This design comes from an exercise in tuning for small area, a short achievable clock period and few clock cycles per item on the open sky130 flow, not from production work.
RTL that was checked went through simulation tests only; none was proved equivalent to the original.
Power and IR drop assume default switching activity.

Design rational_add_sub_reduce_top, start of the top module:
module rational_add_sub_reduce_top
(
    input  wire logic      aclk,
    input  wire logic      aresetn,
    input  wire logic      s_valid,
    output logic           s_ready,
    input  wire logic [128:0] s_data,    
    output logic           m_valid,
    input  wire logic      m_ready,
    output logic [126:0]   m_data       
);
Settings: LEC_CHECK=0, ABC_CLOCK_PERIOD_IN_PS=4000, CAP_MARGIN=20, CORE_MARGIN=2, CORE_UTILIZATION=40, PLACE_DENSITY=0.6, SLEW_MARGIN=20; clock period 10.0 ns.
standard.sh (not shown) runs the stock make flow with config.mk's settings and CLKGATE_MAP_FILE= SYNTH_SCRIPT=/design/flow/synth_recipe.tcl, a recipe that flattens the netlist after the stock synthesis.
==> flow/flow/run.sh <==
#!/bin/bash
# Standard layout, with timing repair aimed below the clock period.
set -euo pipefail
bash standard.sh SETUP_SLACK_MARGIN=5.5 finish > standard_flow.log 2>&1
Testbench counts at the start, summed over its fixed seeds: cycles 119,690, items 3,200.
Rerun with:
==> flow/run.sh (new file) <==
#!/bin/bash
# synth_recipe.tcl (not shown) runs the flow's synth.tcl, then flattens the netlist and writes it again
# the make line also repeats each setting of config.mk as NAME=value (left out here)
make -C /OpenROAD-flow-scripts/flow DESIGN_CONFIG=/design/flow/config.mk WORK_HOME=/design/flow/orfs CLKGATE_MAP_FILE= SYNTH_SCRIPT=/design/flow/synth_recipe.tcl finish
Settings changed: SETUP_SLACK_MARGIN from default to 5.
removed: flow/flow/run.sh
removed: flow/standard.sh
After rerunning: Fmax falls by 4.6%; wire length falls by 4.3%; cell count falls by 1.6%.

---

## run A
Another version of the RTL of rational_add_sub_reduce_top (not shown whole).
Size in the first run: about 260 I/O pins, ~0.053 mm² of cells after synthesis.
## rational_add_sub_reduce_top
module rational_add_sub_reduce_top
(
    input  wire logic      aclk,
    input  wire logic      aresetn,
    input  wire logic      s_valid,
    output logic           s_ready,
    input  wire logic [128:0] s_data,    
    output logic           m_valid,
    input  wire logic      m_ready,
    output logic [126:0]   m_data       
);
==> flow/config.mk <==
export PLATFORM = sky130hd
export DESIGN_NAME = rational_add_sub_reduce_top
export DESIGN_NICKNAME = rational_add_sub_reduce_top
export VERILOG_FILES = /design/flow/design.v
export SDC_FILE = /design/flow/constraint.sdc
export NUM_CORES = 4
export LEC_CHECK = 0
export ABC_AREA = 1
export ABC_CLOCK_PERIOD_IN_PS = 4000
export CAP_MARGIN = 20
export CORE_MARGIN = 2
export CORE_UTILIZATION = 60
export CTS_CLUSTER_DIAMETER = 120
export CTS_CLUSTER_SIZE = 20
export PLACE_DENSITY = 0.7
export SETUP_SLACK_MARGIN = 5
export SLEW_MARGIN = 20
export TNS_END_PERCENT = 10
==> flow/constraint.sdc <==
create_clock -name core_clock -period 10.0 [get_ports {aclk}]
set_input_delay 2.0000 -clock core_clock [delete_from_list [all_inputs] [get_ports {aclk}]]
set_output_delay 2.0000 -clock core_clock [all_outputs]
set_load 0.01 [all_outputs]
run.sh (not shown) runs the stock make flow with config.mk's settings and CLKGATE_MAP_FILE= SYNTH_SCRIPT=/design/flow/synth_recipe.tcl, a recipe that flattens the netlist after the stock synthesis.
Stock flow here: none of the scripts above is used.
Run A: flow completed, timing, DRC and antenna clean
Testbench counts of run A, summed over its fixed seeds: cycles 102,509, items 3,200.
Setup changes, run A to run B
Settings: a change of CTS_CLUSTER_DIAMETER from 120 to 150; a change of CTS_CLUSTER_SIZE from 20 to 16; a deleted TNS_END_PERCENT that had been 10.
Going from run A to run B, clock network fraction of total power grows by 0.6 points. ~same slew at the pin closest to its max-slew limit in run A and run B. Diff run A -> run B: power dissipated in sequential cells stayed essentially flat; clock period minus worst slack fell by 0.065 ns; overall routing resource usage rose by 0.30 points; power consumption rose by about 1.7%. Filler cell count (lower): run B. Re highest attainable clock frequency: run A and run B aren't equal, and the lower value belongs to run A. Delta (run B minus run A): area after synthesis stayed essentially flat, post-route core utilization now larger.
Input changes introduced in run C (baseline for comparison: run B):
Settings: swapping 16 for 20 in CTS_CLUSTER_SIZE; swapping 4000 for 5500 in ABC_CLOCK_PERIOD_IN_PS; swapping 150 for 120 in CTS_CLUSTER_DIAMETER.
==> comparison <==
- For run B and run C, there was not a single run that failed to finish clean.
- Destination of the critical timing path: b[51]$_DFFE_PP_ -> run B, ca1[20]$_SDFFCE_PN0P_ -> run C
- Status: multi-input combinational area share parity (run B, run C)
- The register fraction of the total cell area of run B and that of run C are within noise of each other.
- Compared run C vs run B, and worst hold slack is up in run C.
- The cell depth of the worst setup path number comes out higher for run C vs run B.
- Wire length for run C: about 0.35% up relative to run B
diff inputs: run C => run D
Settings: changing ABC_CLOCK_PERIOD_IN_PS from 5500 to 3000.
- The final layout from run D, which completed every stage, passed the timing, design-rule and antenna checks at the end of the flow.
- Run D -> run C: non-clock buffer count delta 0, exact match
- Diff run D..run C | flip-flop and latch count after synthesis | unchanged
- Diff run D..run C | routing usage on met1 | unchanged
- From run D to run C, area after synthesis did not move at all.

---

Another version of the RTL of rational_add_sub_reduce_top (not shown whole).
For scale: ~6300 cells after synthesis, roughly 630 flip-flops, roughly 260 I/O pins, about 54000 um2 of cells after synthesis.
Settings: LEC_CHECK=0, ABC_CLOCK_PERIOD_IN_PS=5000, CAP_MARGIN=20, CORE_MARGIN=2, CORE_UTILIZATION=40, PLACE_DENSITY=0.6, SETUP_SLACK_MARGIN=4, SLEW_MARGIN=20; clock period 10.0 ns.
The starting point finished clean.
Testbench counts at the start, summed over its fixed seeds: cycles 119,682, items 3,200.
Next try:
- ABC_CLOCK_PERIOD_IN_PS: 5000 -> 4000
- SETUP_SLACK_MARGIN: 4 -> 5
What happened: Synthesized area does not change; utilization increases by 1.2 points; global-route usage increases by 0.17 points; maximum frequency increases by 19%; setup slack is better by 0.94 ns; die area stays the same; routed wire length increases by 1.2%; total power increases by 1.9%; sequential share of layout area decreases by 0.78 points.
Next try:
==> flow/flow/run.sh (new file) <==
#!/bin/bash
# Standard layout, with timing repair aimed below the clock period.
set -euo pipefail
bash standard.sh SETUP_SLACK_MARGIN=6 finish > standard_flow.log 2>&1
==> flow/standard.sh (new file) <==
#!/bin/bash
# synth_recipe.tcl (not shown) runs the flow's synth.tcl, then flattens the netlist and writes it again
# the make line also repeats each setting of config.mk as NAME=value (left out here)
make -C /OpenROAD-flow-scripts/flow DESIGN_CONFIG=/design/flow/config.mk WORK_HOME=/design/flow/orfs CLKGATE_MAP_FILE= SYNTH_SCRIPT=/design/flow/synth_recipe.tcl "${@:-finish}"
- SETUP_SLACK_MARGIN: 5 -> unset
removed: flow/run.sh
What happened:
- non-clock buffer count grows by 407
- worst hold slack improved by 0.0090 ns
- sequential share of layout area went down by 4.9 points
- power went up by 11%
- core utilization grows by 9.7 points
- die area does not change
- wire length rises by 16%
- clock power stays flat
- design area came out higher by about 20%
- synthesized cell count does not change

---

## lane 2
Another version of the RTL of rational_add_sub_reduce_top (not shown whole).
Size in the first run: roughly 700 flip-flops, ~260 I/O pins.
make LEC_CHECK=0 ABC_CLOCK_PERIOD_IN_PS=4000 CAP_MARGIN=20 CORE_MARGIN=2 CORE_UTILIZATION=40 PLACE_DENSITY=0.6 SETUP_SLACK_MARGIN=5 SLEW_MARGIN=20 finish   # period 10.0 ns
Stock flow here: none of the scripts above is used.
Lane 2 reached the end of the flow, and the finished layout is clean on the timing, design-rule and antenna checks.
[inputs] lane 4 vs lane 2
Settings: a deleted SETUP_SLACK_MARGIN that had been 5; a change of ABC_CLOCK_PERIOD_IN_PS from 4000 to 3000.
==> flow/flow/run.sh (new file) <==
#!/bin/bash
# Standard layout, with timing repair aimed below the clock period.
set -euo pipefail
bash standard.sh SETUP_SLACK_MARGIN=7 finish > standard_flow.log 2>&1
==> flow/standard.sh (new file) <==
#!/bin/bash
# synth_recipe.tcl (not shown) runs the flow's synth.tcl, then flattens the netlist and writes it again
# the make line also repeats each setting of config.mk as NAME=value (left out here)
make -C /OpenROAD-flow-scripts/flow DESIGN_CONFIG=/design/flow/config.mk WORK_HOME=/design/flow/orfs CLKGATE_MAP_FILE= SYNTH_SCRIPT=/design/flow/synth_recipe.tcl "${@:-finish}"
removed: flow/run.sh
[summary]
[flow] lane 4 | stages: complete | final checks: fail | reason: max-slew violations
In summary, lane 2 completed successfully, with a layout that passed the timing, design-rule and antenna checks.
Lane 4 gives more met2 track demand over resource in global routing than lane 2 did.
The final reports for lane 4 and lane 2 show worst setup slack higher in the former.
Setup violation total in the final timing report came out exactly the same in lane 2 and lane 4.
From lane 2 to lane 4 the numbers moved as follows: worst hold slack went up by 0.022 ns; clock latency at the later pin of the worst-skew pair neither gained nor lost much.
Function was not checked in any run of this note: the RTL went through the layout flow alone.

---

rational_add_sub_reduce_top, a different RTL version from the one above (not shown whole).
Size in the first run: roughly 5500 cells after synthesis, roughly 52000 µm² of cells after synthesis.
Settings: LEC_CHECK=0, ABC_CLOCK_PERIOD_IN_PS=4000, CAP_MARGIN=20, CORE_MARGIN=2, CORE_UTILIZATION=60, PLACE_DENSITY=0.7, SLEW_MARGIN=20; clock period 10.0 ns.
standard.sh (not shown) runs the stock make flow with config.mk's settings and CLKGATE_MAP_FILE= SYNTH_SCRIPT=/design/flow/synth_recipe.tcl, a recipe that flattens the netlist after the stock synthesis.
==> flow/flow/run.sh <==
#!/bin/bash
# Standard layout, with timing repair aimed below the clock period.
set -euo pipefail
bash standard.sh SETUP_SLACK_MARGIN=6 finish > standard_flow.log 2>&1
The first run produced a clean layout.
Testbench counts at the start, summed over its fixed seeds: cycles 104,752, items 3,200.
Rerun with:
==> flow/run.sh (new file) <==
#!/bin/bash
# synth_recipe.tcl (not shown) runs the flow's synth.tcl, then flattens the netlist and writes it again
# the make line also repeats each setting of config.mk as NAME=value (left out here)
make -C /OpenROAD-flow-scripts/flow DESIGN_CONFIG=/design/flow/config.mk WORK_HOME=/design/flow/orfs CLKGATE_MAP_FILE= SYNTH_SCRIPT=/design/flow/synth_recipe.tcl finish
Settings changed: ABC_AREA set to 1, SETUP_SLACK_MARGIN set to 5.
removed: flow/flow/run.sh
removed: flow/standard.sh
What happened: The new run went through all stages and came out clean; combinational power increases by a quarter to a third; via count increases by a few percent; sequential cell count stays the same; die area increases slightly; non-clock buffer count decreases by 354.
Rerun with:
Settings changed: ABC_AREA 1 to not set.
The new run passed the timing, design-rule and antenna checks. Die area goes down by 0.44%. Routed wire length goes down by 2.4%. Non-clock buffer count goes up by 55. Final cell count goes down by 20%. Register-to-register slack gets worse by 0.12 ns.
Rerun with:
Settings changed: CORE_UTILIZATION 60 to 70, PLACE_DENSITY 0.7 to 0.8.
Clock power stays flat.
Final cell count goes down by 2.6%.
Critical path depth is higher by 3.
Sequential share of layout area hardly moves.
Routed wire length rose by 3.4%.
Final area stays flat.
Area after synthesis is unchanged.

---

rational_add_sub_reduce_top, a different RTL version from the one above (not shown whole).
Size in the first run: ~8,500 cells after synthesis, ~610 flip-flops, ~260 I/O pins, roughly 57,000 um2 of cells after synthesis.
clock: 10.0 ns
lec_check: 0
abc_area: 1
abc_clock_period_in_ps: 4000
cap_margin: 20
core_margin: 2
core_utilization: 60
place_density: 0.7
setup_slack_margin: 5
slew_margin: 20
run.sh (not shown) runs the stock make flow with config.mk's settings and CLKGATE_MAP_FILE= SYNTH_SCRIPT=/design/flow/synth_recipe.tcl, a recipe that flattens the netlist after the stock synthesis.
Stock flow here: none of the scripts above is used.
The baseline passed the timing, design-rule and antenna checks.
Edit:
--- a/flow/config.mk
+++ b/flow/config.mk
@@ -6,9 +6,10 @@
 export NUM_CORES = 4
 export LEC_CHECK = 0
-export ABC_AREA = 1
 export ABC_CLOCK_PERIOD_IN_PS = 4000
 export CAP_MARGIN = 20
 export CORE_MARGIN = 2
 export CORE_UTILIZATION = 60
+export CTS_BUF_LIST = sky130_fd_sc_hd__clkbuf_8
+export CTS_CLUSTER_SIZE = 24
 export PLACE_DENSITY = 0.7
 export SETUP_SLACK_MARGIN = 5
After rerunning: Hold slack gets worse by 0.020 ns. Sequential cell count does not change. Final area is about the same. Total power goes down by 15%. Global-route usage goes down by 2.1 points.
Edit:
==> flow/flow/run.sh (new file) <==
#!/bin/bash
# Standard layout, with timing repair aimed below the clock period.
set -euo pipefail
bash standard.sh SETUP_SLACK_MARGIN=5.5 finish > standard_flow.log 2>&1
==> flow/standard.sh (new file) <==
#!/bin/bash
# synth_recipe.tcl (not shown) runs the flow's synth.tcl, then flattens the netlist and writes it again
# the make line also repeats each setting of config.mk as NAME=value (left out here)
make -C /OpenROAD-flow-scripts/flow DESIGN_CONFIG=/design/flow/config.mk WORK_HOME=/design/flow/orfs CLKGATE_MAP_FILE= SYNTH_SCRIPT=/design/flow/synth_recipe.tcl "${@:-finish}"
--- a/flow/config.mk
+++ b/flow/config.mk
@@ -10,7 +10,4 @@
 export CORE_MARGIN = 2
 export CORE_UTILIZATION = 60
-export CTS_BUF_LIST = sky130_fd_sc_hd__clkbuf_8
-export CTS_CLUSTER_SIZE = 24
 export PLACE_DENSITY = 0.7
-export SETUP_SLACK_MARGIN = 5
 export SLEW_MARGIN = 20
removed: flow/run.sh
The new run passed the timing, design-rule and antenna checks.
Worst setup slack is better by 0.093 ns.
Clock power goes up by 8.7%.
Count of clock-buffer cells in the layout goes down by 32.
Register-to-register slack is better by 0.09 ns.
Sequential share of layout area goes down by 1.8 points.
Final cell count goes up by 1.6%.
Synthesized cell count is unchanged.
Worst hold slack is about the same.
Cell area goes up by 7.1%.
Critical path depth goes up by 3.
Edit:
==> flow/run.sh (new file) <==
#!/bin/bash
# synth_recipe.tcl (not shown) runs the flow's synth.tcl, then flattens the netlist and writes it again
# the make line also repeats each setting of config.mk as NAME=value (left out here)
make -C /OpenROAD-flow-scripts/flow DESIGN_CONFIG=/design/flow/config.mk WORK_HOME=/design/flow/orfs CLKGATE_MAP_FILE= SYNTH_SCRIPT=/design/flow/synth_recipe.tcl finish
--- a/flow/config.mk
+++ b/flow/config.mk
@@ -11,3 +11,4 @@
 export CORE_UTILIZATION = 60
 export PLACE_DENSITY = 0.7
+export SETUP_SLACK_MARGIN = 5
 export SLEW_MARGIN = 20
removed: flow/flow/run.sh
removed: flow/standard.sh
Effect:
- The new run passed the timing, design-rule and antenna checks
- register-to-register slack got worse by 0.13 ns
- combinational power decreases by 12%
- worst setup slack got worse by 0.13 ns
- core utilization decreases by 4.7 points
- synthesized area does not change
- global-route usage decreases by 1.6 points
- die area is unchanged
Function was not checked in any run of this note: the RTL went through the layout flow alone.

---

Setup of main:
Another version of the RTL of rational_add_sub_reduce_top (not shown whole).
Size in the first run: roughly 6000 cells after synthesis, roughly 630 flip-flops, ~260 I/O pins, about 52000 um2 of cells after synthesis.
Settings: LEC_CHECK=0, ABC_CLOCK_PERIOD_IN_PS=2000, CAP_MARGIN=20, CORE_MARGIN=2, CORE_UTILIZATION=40, PLACE_DENSITY=0.6, SETUP_SLACK_MARGIN=5, SLEW_MARGIN=20; clock period 10.0 ns.
Stock flow here: none of the scripts above is used.
For the feature branch, these inputs were changed with respect to main:
- changing ABC_CLOCK_PERIOD_IN_PS from 2000 to 3000
Notes after the runs:
Re aggregate routed wire length: no difference whatsoever between the feature branch and main. Compared with main, in the feature branch global-route wire length before repair barely changed; area of the core stayed essentially flat; clock-buffer cell count saw little to no change; per-cell routed wire length level; post-synthesis share of cell area spent on full adders, half adders and majority gates held steady. The non-filler instance count after layout of the feature branch and that of main are within noise of each other. Peak per-stage delay on the critical path across the feature branch and main: no real change.
Function was not checked in any run of this note: the RTL went through the layout flow alone.

---

## old
RTL: one of the versions met above, not the one the previous note started from.
Size in the first run: about 7400 cells after synthesis, roughly 620 flip-flops, about 260 I/O pins.
Design rational_add_sub_reduce_top, start of the top module:
module rational_add_sub_reduce_top
(
    input  wire logic      aclk,
    input  wire logic      aresetn,
    input  wire logic      s_valid,
    output logic           s_ready,
    input  wire logic [128:0] s_data,    
    output logic           m_valid,
    input  wire logic      m_ready,
    output logic [126:0]   m_data       
);
make LEC_CHECK=0 ABC_AREA=1 ABC_CLOCK_PERIOD_IN_PS=4000 CAP_MARGIN=20 CORE_MARGIN=2 CORE_UTILIZATION=60 CTS_CLUSTER_DIAMETER=120 CTS_CLUSTER_SIZE=20 PLACE_DENSITY=0.7 SETUP_SLACK_MARGIN=5 SLEW_MARGIN=20 finish   # period 10.0 ns
In summary, old completed successfully, with a layout that passed the timing, design-rule and antenna checks.
Testbench counts of old, summed over its fixed seeds: cycles 102,509, items 3,200.
Inputs modified between old and new:
# old
export LEC_CHECK = 0
export ABC_AREA = 1
export ABC_CLOCK_PERIOD_IN_PS = 4000
export CAP_MARGIN = 20
export CORE_MARGIN = 2
export CORE_UTILIZATION = 60
export CTS_CLUSTER_DIAMETER = 120
export CTS_CLUSTER_SIZE = 20
export PLACE_DENSITY = 0.7
export SETUP_SLACK_MARGIN = 5
export SLEW_MARGIN = 20
create_clock -name core_clock -period 10.0 [get_ports {aclk}]
# new
export LEC_CHECK = 0
export ABC_AREA = 1
export ABC_CLOCK_PERIOD_IN_PS = 4000
export CAP_MARGIN = 20
export CORE_MARGIN = 2
export CORE_UTILIZATION = 60
export PLACE_DENSITY = 0.7
export SETUP_SLACK_MARGIN = 5
export SLEW_MARGIN = 20
create_clock -name core_clock -period 10.0 [get_ports {aclk}]
--- outcome ---
- The average vias per placed instance number comes out lower for new vs old.
- Compared with old, new shows a higher source-to-sink clock delay at the later pin of the worst-skew pair.
- new vs. old: global-route wire length before repair now sits higher, part of the total power dissipated in combinational logic went down, final non-filler cell area went up, die span in x stayed essentially flat, non-clock buffer count lower.
- Delta (new minus old): sequential cell count stayed essentially flat; portion of total power attributed to the clock network rose by 8.7 points.

[what the ideal ports hide]
Ports are ideal in the flow. The routed layouts listed here were re-timed in OpenROAD.
Step 1 assumes that a clkbuf_16 drives the clock port and a buf_2 every other input.
Step 2, shift: input delay + t, output delay - t, t = (earliest + latest rising clock arrival at the registers) / 2. This alone moves slack from input paths to output paths.
Slacks: ideal / step 1 / step 2; pairs: ideal / step 1.
run | t, ns | slack for setup (ns) | worst data-port slew with drivers (ns)
the first run of note 1 | 0.770 | 5.221 / 5.221 / 4.581 | 0.13
the second run of note 1 | 0.772 | 4.991 / 4.991 / 4.351 | 0.05
run A | 0.688 | 5.038 / 5.000 / 4.313 | 0.12
run B | 0.703 | 5.103 / 5.050 / 4.347 | 0.12
run C | 0.688 | 5.146 / 5.091 / 4.403 | 0.12
run D | 0.688 | 5.146 / 5.091 / 4.403 | 0.12
the first run of note 3 | 0.730 | 4.075 / 4.075 / 3.651 | 0.12
the second run of note 3 | 0.752 | 5.015 / 5.015 / 4.320 | 0.10
the third run of note 3 | 0.771 | 5.412 / 5.412 / 5.056 | 0.12
lane 2 | 0.793 | 4.909 / 4.909 / 4.253 | 0.09
lane 4 | 0.800 | 5.817 / 5.817 / 5.537 | 0.15
the first run of note 5 | 0.726 | 5.048 / 5.048 / 4.572 | 0.11
the second run of note 5 | 0.717 | 5.204 / 5.156 / 4.439 | 0.11
the third run of note 5 | 0.722 | 5.096 / 5.096 / 4.534 | 0.12
the fourth run of note 5 | 0.696 | 4.981 / 4.981 / 4.567 | 0.10
the first run of note 6 | 0.750 | 5.094 / 5.094 / 4.455 | 0.05
the second run of note 6 | 0.876 | 5.032 / 5.032 / 4.384 | 0.14
the third run of note 6 | 0.750 | 5.125 / 5.125 / 4.574 | 0.12
the fourth run of note 6 | 0.728 | 4.993 / 4.993 / 4.295 | 0.12
main | 0.782 | 4.903 / 4.883 / 4.229 | 0.11
the feature branch | 0.782 | 4.903 / 4.883 / 4.229 | 0.11
old | 0.688 | 5.146 / 5.091 / 4.403 | 0.12
new | 0.733 | 5.137 / 5.079 / 4.346 | 0.13
The setup slack of new, which loses most, moves by -0.058 ns with the drivers and by -0.791 ns with both steps.
